Source: an optimization exercise on an open RTL-to-GDS flow (aim: a short achievable clock period and few clock cycles per item). Production flows keep margins and buffers that such runs may drop.
At most, simulation tests tie the RTL to the original design; equivalence was not proved.
The flow treats the clock pin as an ideal source, which a real chip does not have.

==> inputs of exp/raven <==
Design cpu_top, start of the top module:
module cpu_top (
  input  wire logic                        clk,
  input  wire logic                        rst,
  input  wire logic                        prog_we,
  input  wire logic [cpu_pkg::IMEM_AW-1:0] prog_addr,
  input  wire logic [cpu_pkg::DATA_W-1:0]  prog_data,
  input  wire logic                        host_we,
  input  wire logic [cpu_pkg::DMEM_AW-1:0] host_addr,
  input  wire logic [cpu_pkg::DATA_W-1:0]  host_wdata,
  output logic [cpu_pkg::DATA_W-1:0]       dmem_host_rdata,
  input  wire logic                        run,
  output logic                             busy,
  output logic                             instr_done,
  output logic [cpu_pkg::IMEM_AW-1:0]      pc,
  output logic [1:0]                       flags
);
Settings: LEC_CHECK=0, ABC_CLOCK_PERIOD_IN_PS=2000, CAP_MARGIN=20, CORE_MARGIN=2, CORE_UTILIZATION=55, CTS_CLUSTER_DIAMETER=100, CTS_CLUSTER_SIZE=25, SETUP_SLACK_MARGIN=2.4, SLEW_MARGIN=20; clock period 4.4 ns.
standard.sh (not shown) runs the stock make flow with config.mk's settings and CLKGATE_MAP_FILE= SYNTH_SCRIPT=/design/flow/synth_recipe.tcl, a recipe that flattens the netlist after the stock synthesis.
==> flow/flow/run.sh <==
#!/bin/bash
# The standard layout, with three changes:
# - the resizer may change a cell's footprint (the platform pins it by default)
# - stronger port buffers to start from
# - after CTS, the clock root is split into four buffers driven by the clock
#   port (flow/split_root.tcl), so the tree's top level is four times lighter
set -euo pipefail
ARGS=(MATCH_CELL_FOOTPRINT=0 "BUFFER_PORTS_ARGS=-buffer_cell sky130_fd_sc_hd__buf_4")
bash standard.sh "${ARGS[@]}" cts > standard_cts.log 2>&1
export RESULTS="$PWD/orfs/results/$FLOW_PLATFORM/cpu_top/base"
openroad -no_init -exit flow/split_root_run.tcl > split_root.log 2>&1
bash standard.sh "${ARGS[@]}" finish > standard_finish.log 2>&1
==> flow/flow/split_root.tcl <==
# Split the clock root buffer into NROOT buffers driven from the clock port,
# each driving the root's loads in one region (grouped by angle around the
# root's own loads' centroid).
proc split_clock_root {nroot} {
  set db [ord::get_db]
  set block [ord::get_db_block]
  set clknet [$block findNet clk]
  set root ""
  foreach it [$clknet getITerms] {
    if {[$it isInputSignal]} { set root [$it getInst] }
  }
  if {$root eq ""} { error "no clock root" }
  set master [$root getMaster]
  set n0 [[$root findITerm X] getNet]
  set loads {}
  set sx 0; set sy 0
  foreach it [$n0 getITerms] {
    if {[$it isInputSignal]} {
      set b [[$it getInst] getBBox]
      set x [expr {([$b xMin] + [$b xMax]) / 2}]
      set y [expr {([$b yMin] + [$b yMax]) / 2}]
      lappend loads [list $it $x $y]
      set sx [expr {$sx + $x}]; set sy [expr {$sy + $y}]
    }
  }
  set n [llength $loads]
  set cx [expr {$sx / $n}]; set cy [expr {$sy / $n}]
  # sort by angle around the centroid, cut into nroot equal runs
  set keyed {}
  foreach l $loads {
    lassign $l it x y
    lappend keyed [list [expr {atan2($y - $cy, $x - $cx)}] $it $x $y]
  }
  set keyed [lsort -real -index 0 $keyed]
  set per [expr {int(ceil(double($n) / $nroot))}]
  for {set g 0} {$g < $nroot} {incr g} {
    set grp [lrange $keyed [expr {$g * $per}] [expr {($g + 1) * $per - 1}]]
    if {[llength $grp] == 0} { continue }
    set gx 0; set gy 0
    foreach l $grp { set gx [expr {$gx + [lindex $l 2]}]; set gy [expr {$gy + [lindex $l 3]}] }
    set gx [expr {$gx / [llength $grp]}]; set gy [expr {$gy / [llength $grp]}]
    if {$g == 0} {
      set buf $root
      set net $n0
    } else {
      set buf [odb::dbInst_create $block $master "clkroot_split_$g"]
      [$buf findITerm A] connect $clknet
      set net [odb::dbNet_create $block "clknet_root_split_$g"]
      $net setSigType CLOCK
      [$buf findITerm X] connect $net
      foreach l $grp {
        set it [lindex $l 1]
        $it disconnect
        $it connect $net
      }
    }
    # put the buffer near its loads, pulled a little toward the centre
    set px [expr {int(($gx * 2 + $cx) / 3)}]
    set py [expr {int(($gy * 2 + $cy) / 3)}]
    $buf setLocation $px $py
    $buf setPlacementStatus PLACED
  }
  # loads left on n0 beyond group 0 were all moved; group 0 keeps the root
}
==> flow/flow/split_root_run.tcl <==
set results $::env(RESULTS)
read_db $results/4_cts.odb
source [file join [file dirname [info script]] split_root.tcl]
split_clock_root 4
global_connect
detailed_placement
check_placement -verbose
write_db $results/4_cts.odb
==> exp/amber: changes against exp/raven <==
--- a/flow/design.v
+++ b/flow/design.v
@@ -83,18 +83,12 @@
   end
   logic [63:0][7:0] s1_data;
   logic [5:0]       s1_a;
   logic [15:0][7:0] s2_data;
   logic [3:0]       s2_a;
   logic [3:0][cpu_pkg::DEC_W-1:0] s3_dec;
-  logic [15:0][cpu_pkg::DEC_W-1:0] s2_dec;
-  always_comb begin
-    for (int h = 0; h < 16; h++) begin
-      s2_dec[h] = cpu_pkg::decode(s2_data[h]);
-    end
-  end
   logic [1:0]       s3_a;
   always_ff @(posedge clk) begin
     for (int g = 0; g < 64; g++) begin
       s1_data[g] <= mem[{g[5:0], col}];
     end
   end
@@ -103,13 +97,13 @@
       s1_a <= fa[7:2];
       for (int h = 0; h < 16; h++) begin
         s2_data[h] <= s1_data[{h[3:0], s1_a[1:0]}];
       end
       s2_a <= s1_a[5:2];
       for (int k = 0; k < 4; k++) begin
-        s3_dec[k] <= s2_dec[{k[1:0], s2_a[1:0]}];
+        s3_dec[k] <= cpu_pkg::decode(s2_data[{k[1:0], s2_a[1:0]}]);
       end
       s3_a <= s2_a[3:2];
     end
   end
   assign dec = s3_dec[s3_a];
 endmodule
@@ -119,32 +113,24 @@
 module data_mem (
   input  wire logic         clk,
   input  wire logic         host_we,
   input  wire logic [3:0]   host_addr,
   input  wire logic [7:0]   host_wdata,
   output logic [7:0]        host_rdata,
-  output logic              hw_we,        
   input  wire logic [15:0]  st_sel,       
   input  wire logic [7:0]   st_data,
   input  wire logic [15:0]  sel_d,        
   input  wire logic [15:0]  sel_e,        
   output logic [7:0]        rd_d,
   output logic [7:0]        rd_e
 );
   logic [15:0][7:0] mem;
-  logic [15:0]      hw_sel;
-  logic [7:0]       hw_data;
-  always_ff @(posedge clk) begin
-    hw_we   <= host_we;
-    hw_sel  <= host_we ? (16'h0001 << host_addr) : 16'h0000;
-    hw_data <= host_wdata;
-  end
   always_ff @(posedge clk) begin
     for (int w = 0; w < 16; w++) begin
-      if (hw_sel[w]) begin
-        mem[w] <= hw_data;
+      if (host_we && host_addr == w[3:0]) begin
+        mem[w] <= host_wdata;
       end else if (st_sel[w]) begin
         mem[w] <= st_data;
       end
     end
   end
   always_comb begin
@@ -153,13 +139,13 @@
     for (int w = 0; w < 16; w++) begin
       rd_d = rd_d | (mem[w] & {8{sel_d[w]}});
       rd_e = rd_e | (mem[w] & {8{sel_e[w]}});
     end
   end
   always_ff @(posedge clk) begin
-    host_rdata <= hw_sel[host_addr] ? hw_data : mem[host_addr];
+    host_rdata <= mem[host_addr];
   end
 endmodule
 `default_nettype wire
 `timescale 1ns/1ps
 `default_nettype none
 module reg_file (
@@ -243,13 +229,12 @@
 `default_nettype none
 module control_unit (
   input  wire logic         clk,
   input  wire logic         rst,
   input  wire logic         run,
   input  wire logic         flush,      
-  input  wire logic         hold,       
   output logic              adv,
   output logic [7:0]        fa,
   output logic [1:0]        col,        
   input  wire logic [cpu_pkg::DEC_W-1:0] dec,
   output logic [7:0]        pc,
   output logic              issue,
@@ -290,13 +275,13 @@
       e_valid_next = 1'b0;
     end else if (adv) begin
       e_valid_next = d_valid;
     end else begin
       e_valid_next = e_valid;
     end
-    issue_next = run & ~rst & ~hold & e_valid_next;
+    issue_next = run & ~rst & e_valid_next;
     adv_next   = issue_next | ~e_valid_next;
     if (rst) begin
       fa_next = '0;
     end else if (flush) begin
       fa_next = pc;
     end else if (adv) begin
@@ -412,13 +397,12 @@
   output logic                             busy,
   output logic                             instr_done,
   output logic [cpu_pkg::IMEM_AW-1:0]      pc,
   output logic [1:0]                       flags
 );
   logic        pw_we;
-  logic        hw_we;
   logic [15:0] pw_hi;
   logic [15:0] pw_lo;
   logic [7:0]  pw_data;
   always_ff @(posedge clk) begin
     pw_we   <= prog_we;
     pw_hi   <= prog_we ? (16'h0001 << prog_addr[7:4]) : 16'h0000;
@@ -458,13 +442,12 @@
   );
   control_unit u_ctrl (
     .clk     (clk),
     .rst     (rst),
     .run     (run),
     .flush   (pw_we),
-    .hold    (hw_we),
     .adv     (adv),
     .fa      (fa),
     .col     (col),
     .dec     (dec),
     .pc      (pc),
     .issue   (issue),
@@ -515,13 +498,12 @@
   data_mem u_dmem (
     .clk        (clk),
     .host_we    (host_we),
     .host_addr  (host_addr),
     .host_wdata (host_wdata),
     .host_rdata (dmem_host_rdata),
-    .hw_we      (hw_we),
     .st_sel     (e_dsel & {16{iss & e_st}}),
     .st_data    (a_q),
     .sel_d      (d_dsel),
     .sel_e      (e_dsel),
     .rd_d       (mem_d),
     .rd_e       (mem_e)
==> exp/harbor: changes against exp/raven <==
--- a/flow/design.v
+++ b/flow/design.v
@@ -83,18 +83,12 @@
   end
   logic [63:0][7:0] s1_data;
   logic [5:0]       s1_a;
   logic [15:0][7:0] s2_data;
   logic [3:0]       s2_a;
   logic [3:0][cpu_pkg::DEC_W-1:0] s3_dec;
-  logic [15:0][cpu_pkg::DEC_W-1:0] s2_dec;
-  always_comb begin
-    for (int h = 0; h < 16; h++) begin
-      s2_dec[h] = cpu_pkg::decode(s2_data[h]);
-    end
-  end
   logic [1:0]       s3_a;
   always_ff @(posedge clk) begin
     for (int g = 0; g < 64; g++) begin
       s1_data[g] <= mem[{g[5:0], col}];
     end
   end
@@ -103,13 +97,13 @@
       s1_a <= fa[7:2];
       for (int h = 0; h < 16; h++) begin
         s2_data[h] <= s1_data[{h[3:0], s1_a[1:0]}];
       end
       s2_a <= s1_a[5:2];
       for (int k = 0; k < 4; k++) begin
-        s3_dec[k] <= s2_dec[{k[1:0], s2_a[1:0]}];
+        s3_dec[k] <= cpu_pkg::decode(s2_data[{k[1:0], s2_a[1:0]}]);
       end
       s3_a <= s2_a[3:2];
     end
   end
   assign dec = s3_dec[s3_a];
 endmodule
@@ -119,32 +113,24 @@
 module data_mem (
   input  wire logic         clk,
   input  wire logic         host_we,
   input  wire logic [3:0]   host_addr,
   input  wire logic [7:0]   host_wdata,
   output logic [7:0]        host_rdata,
-  output logic              hw_we,        
   input  wire logic [15:0]  st_sel,       
   input  wire logic [7:0]   st_data,
   input  wire logic [15:0]  sel_d,        
   input  wire logic [15:0]  sel_e,        
   output logic [7:0]        rd_d,
   output logic [7:0]        rd_e
 );
   logic [15:0][7:0] mem;
-  logic [15:0]      hw_sel;
-  logic [7:0]       hw_data;
-  always_ff @(posedge clk) begin
-    hw_we   <= host_we;
-    hw_sel  <= host_we ? (16'h0001 << host_addr) : 16'h0000;
-    hw_data <= host_wdata;
-  end
   always_ff @(posedge clk) begin
     for (int w = 0; w < 16; w++) begin
-      if (hw_sel[w]) begin
-        mem[w] <= hw_data;
+      if (host_we && host_addr == w[3:0]) begin
+        mem[w] <= host_wdata;
       end else if (st_sel[w]) begin
         mem[w] <= st_data;
       end
     end
   end
   always_comb begin
@@ -153,13 +139,13 @@
     for (int w = 0; w < 16; w++) begin
       rd_d = rd_d | (mem[w] & {8{sel_d[w]}});
       rd_e = rd_e | (mem[w] & {8{sel_e[w]}});
     end
   end
   always_ff @(posedge clk) begin
-    host_rdata <= hw_sel[host_addr] ? hw_data : mem[host_addr];
+    host_rdata <= mem[host_addr];
   end
 endmodule
 `default_nettype wire
 `timescale 1ns/1ps
 `default_nettype none
 module reg_file (
@@ -243,13 +229,12 @@
 `default_nettype none
 module control_unit (
   input  wire logic         clk,
   input  wire logic         rst,
   input  wire logic         run,
   input  wire logic         flush,      
-  input  wire logic         hold,       
   output logic              adv,
   output logic [7:0]        fa,
   output logic [1:0]        col,        
   input  wire logic [cpu_pkg::DEC_W-1:0] dec,
   output logic [7:0]        pc,
   output logic              issue,
@@ -290,13 +275,13 @@
       e_valid_next = 1'b0;
     end else if (adv) begin
       e_valid_next = d_valid;
     end else begin
       e_valid_next = e_valid;
     end
-    issue_next = run & ~rst & ~hold & e_valid_next;
+    issue_next = run & ~rst & e_valid_next;
     adv_next   = issue_next | ~e_valid_next;
     if (rst) begin
       fa_next = '0;
     end else if (flush) begin
       fa_next = pc;
     end else if (adv) begin
@@ -412,13 +397,12 @@
   output logic                             busy,
   output logic                             instr_done,
   output logic [cpu_pkg::IMEM_AW-1:0]      pc,
   output logic [1:0]                       flags
 );
   logic        pw_we;
-  logic        hw_we;
   logic [15:0] pw_hi;
   logic [15:0] pw_lo;
   logic [7:0]  pw_data;
   always_ff @(posedge clk) begin
     pw_we   <= prog_we;
     pw_hi   <= prog_we ? (16'h0001 << prog_addr[7:4]) : 16'h0000;
@@ -458,13 +442,12 @@
   );
   control_unit u_ctrl (
     .clk     (clk),
     .rst     (rst),
     .run     (run),
     .flush   (pw_we),
-    .hold    (hw_we),
     .adv     (adv),
     .fa      (fa),
     .col     (col),
     .dec     (dec),
     .pc      (pc),
     .issue   (issue),
@@ -515,13 +498,12 @@
   data_mem u_dmem (
     .clk        (clk),
     .host_we    (host_we),
     .host_addr  (host_addr),
     .host_wdata (host_wdata),
     .host_rdata (dmem_host_rdata),
-    .hw_we      (hw_we),
     .st_sel     (e_dsel & {16{iss & e_st}}),
     .st_data    (a_q),
     .sel_d      (d_dsel),
     .sel_e      (e_dsel),
     .rd_d       (mem_d),
     .rd_e       (mem_e)
==> flow/flow/run.sh (replaced) <==
#!/bin/bash
# The standard layout, with the resizer free to change a cell's footprint
# (the platform pins it by default) and stronger port buffers to start from.
set -euo pipefail
bash standard.sh MATCH_CELL_FOOTPRINT=0 \
  "BUFFER_PORTS_ARGS=-buffer_cell sky130_fd_sc_hd__buf_4" \
  finish > standard.log 2>&1
removed: flow/flow/split_root.tcl
removed: flow/flow/split_root_run.tcl
==> impl_metrics.toml <==
[synthesis]
synthTopCellsByArea = "edfxtp_1 (65%), mux4_2 (14%), dfxtp_1 (12%), and2_1 (1.4%), a22oi_1 (0.66%)"
synthTopCellsByCount = "edfxtp_1 (2504), mux4_2 (736), dfxtp_1 (666)"
netlist_instances = 5575

[placed_design]
pre_cts_ws_ps = 1350

[global_route]
use_met3 = 0.0355

[power_and_ir_drop]
leakage_nw = 40.8
clock_power_mw = 15.7

[cts]
cts.sinks = 3170

[status]
outcome = "no timing/DRC/antenna violations"

[critical_path]
crit_family = "simple AND/OR/NAND/NOR gates"
cp.required_ps = 4760
[end of results for exp/amber]
==> impl_metrics.toml <==
[status]
outcome = "no timing/DRC/antenna violations"

[critical_path]
cp.required_ps = 3520

[synthesis]
synthTopCellsByArea = "edfxtp_1 (63%), mux4_2 (14%), dfxtp_1 (12%), and2_1 (1.4%), clkbuf_1 (0.89%)"
synthTopCellsByCount = "edfxtp_1 (2504), mux4_2 (725), dfxtp_1 (691)"
netlist_instances = 6373

[global_route]
use_met3 = 0.0381

[placed_design]
pre_cts_ws_ps = 1250

[power_and_ir_drop]
clock_power_mw = 16.1
[end of results for exp/raven]
==> impl_metrics.toml <==
[global_route]
use_met3 = 0.0408

[status]
outcome = "no timing/DRC/antenna violations"

[power_and_ir_drop]
clock_power_mw = 15.6

[critical_path]
cp.required_ps = 5000
crit_family = "simple AND/OR/NAND/NOR gates"

[placed_design]
pre_cts_ws_ps = 1350

[cts]
cts.sinks = 3170

[synthesis]
netlist_instances = 5575
[end of results for exp/harbor]
Testbench counts of exp/raven, summed over its fixed seeds: cycles 8,200, items 8,192.
No functional check of the RTL was part of exp/amber and exp/harbor.

-- what the ideal ports hide --
How much do the figures lean on ideal ports? The routed layouts below were timed once more, with nothing changed but the port constraints. Step 1 assumes that a clkbuf_16 drives the clock port and a buf_2 every other input. Step 2 also shifts input and output timing later by t, the mid clock arrival at the registers, as if the neighbouring blocks saw the same clock. a / b / c = ideal / step 1 / step 2; a / b = the first two.
| run | shift t [ns] | setup WS [ns] | worst setup path at the end | worst register clock-pin slew, ns |
|---|---|---|---|---|
| exp/raven | 0.755 | 2.294 / 2.217 / 1.623 | input to register | 0.11 / 0.11 |
| exp/amber | 0.754 | 2.073 / 2.073 / 1.705 | input to register | 0.11 / 0.11 |
| exp/harbor | 0.922 | 2.074 / 2.074 / 1.560 | input to register | 0.11 / 0.11 |
After both steps setup and hold are still met in every run listed. For exp/raven, which loses most, drivers alone change the setup slack by -0.077 ns; drivers and shift together by -0.671 ns.
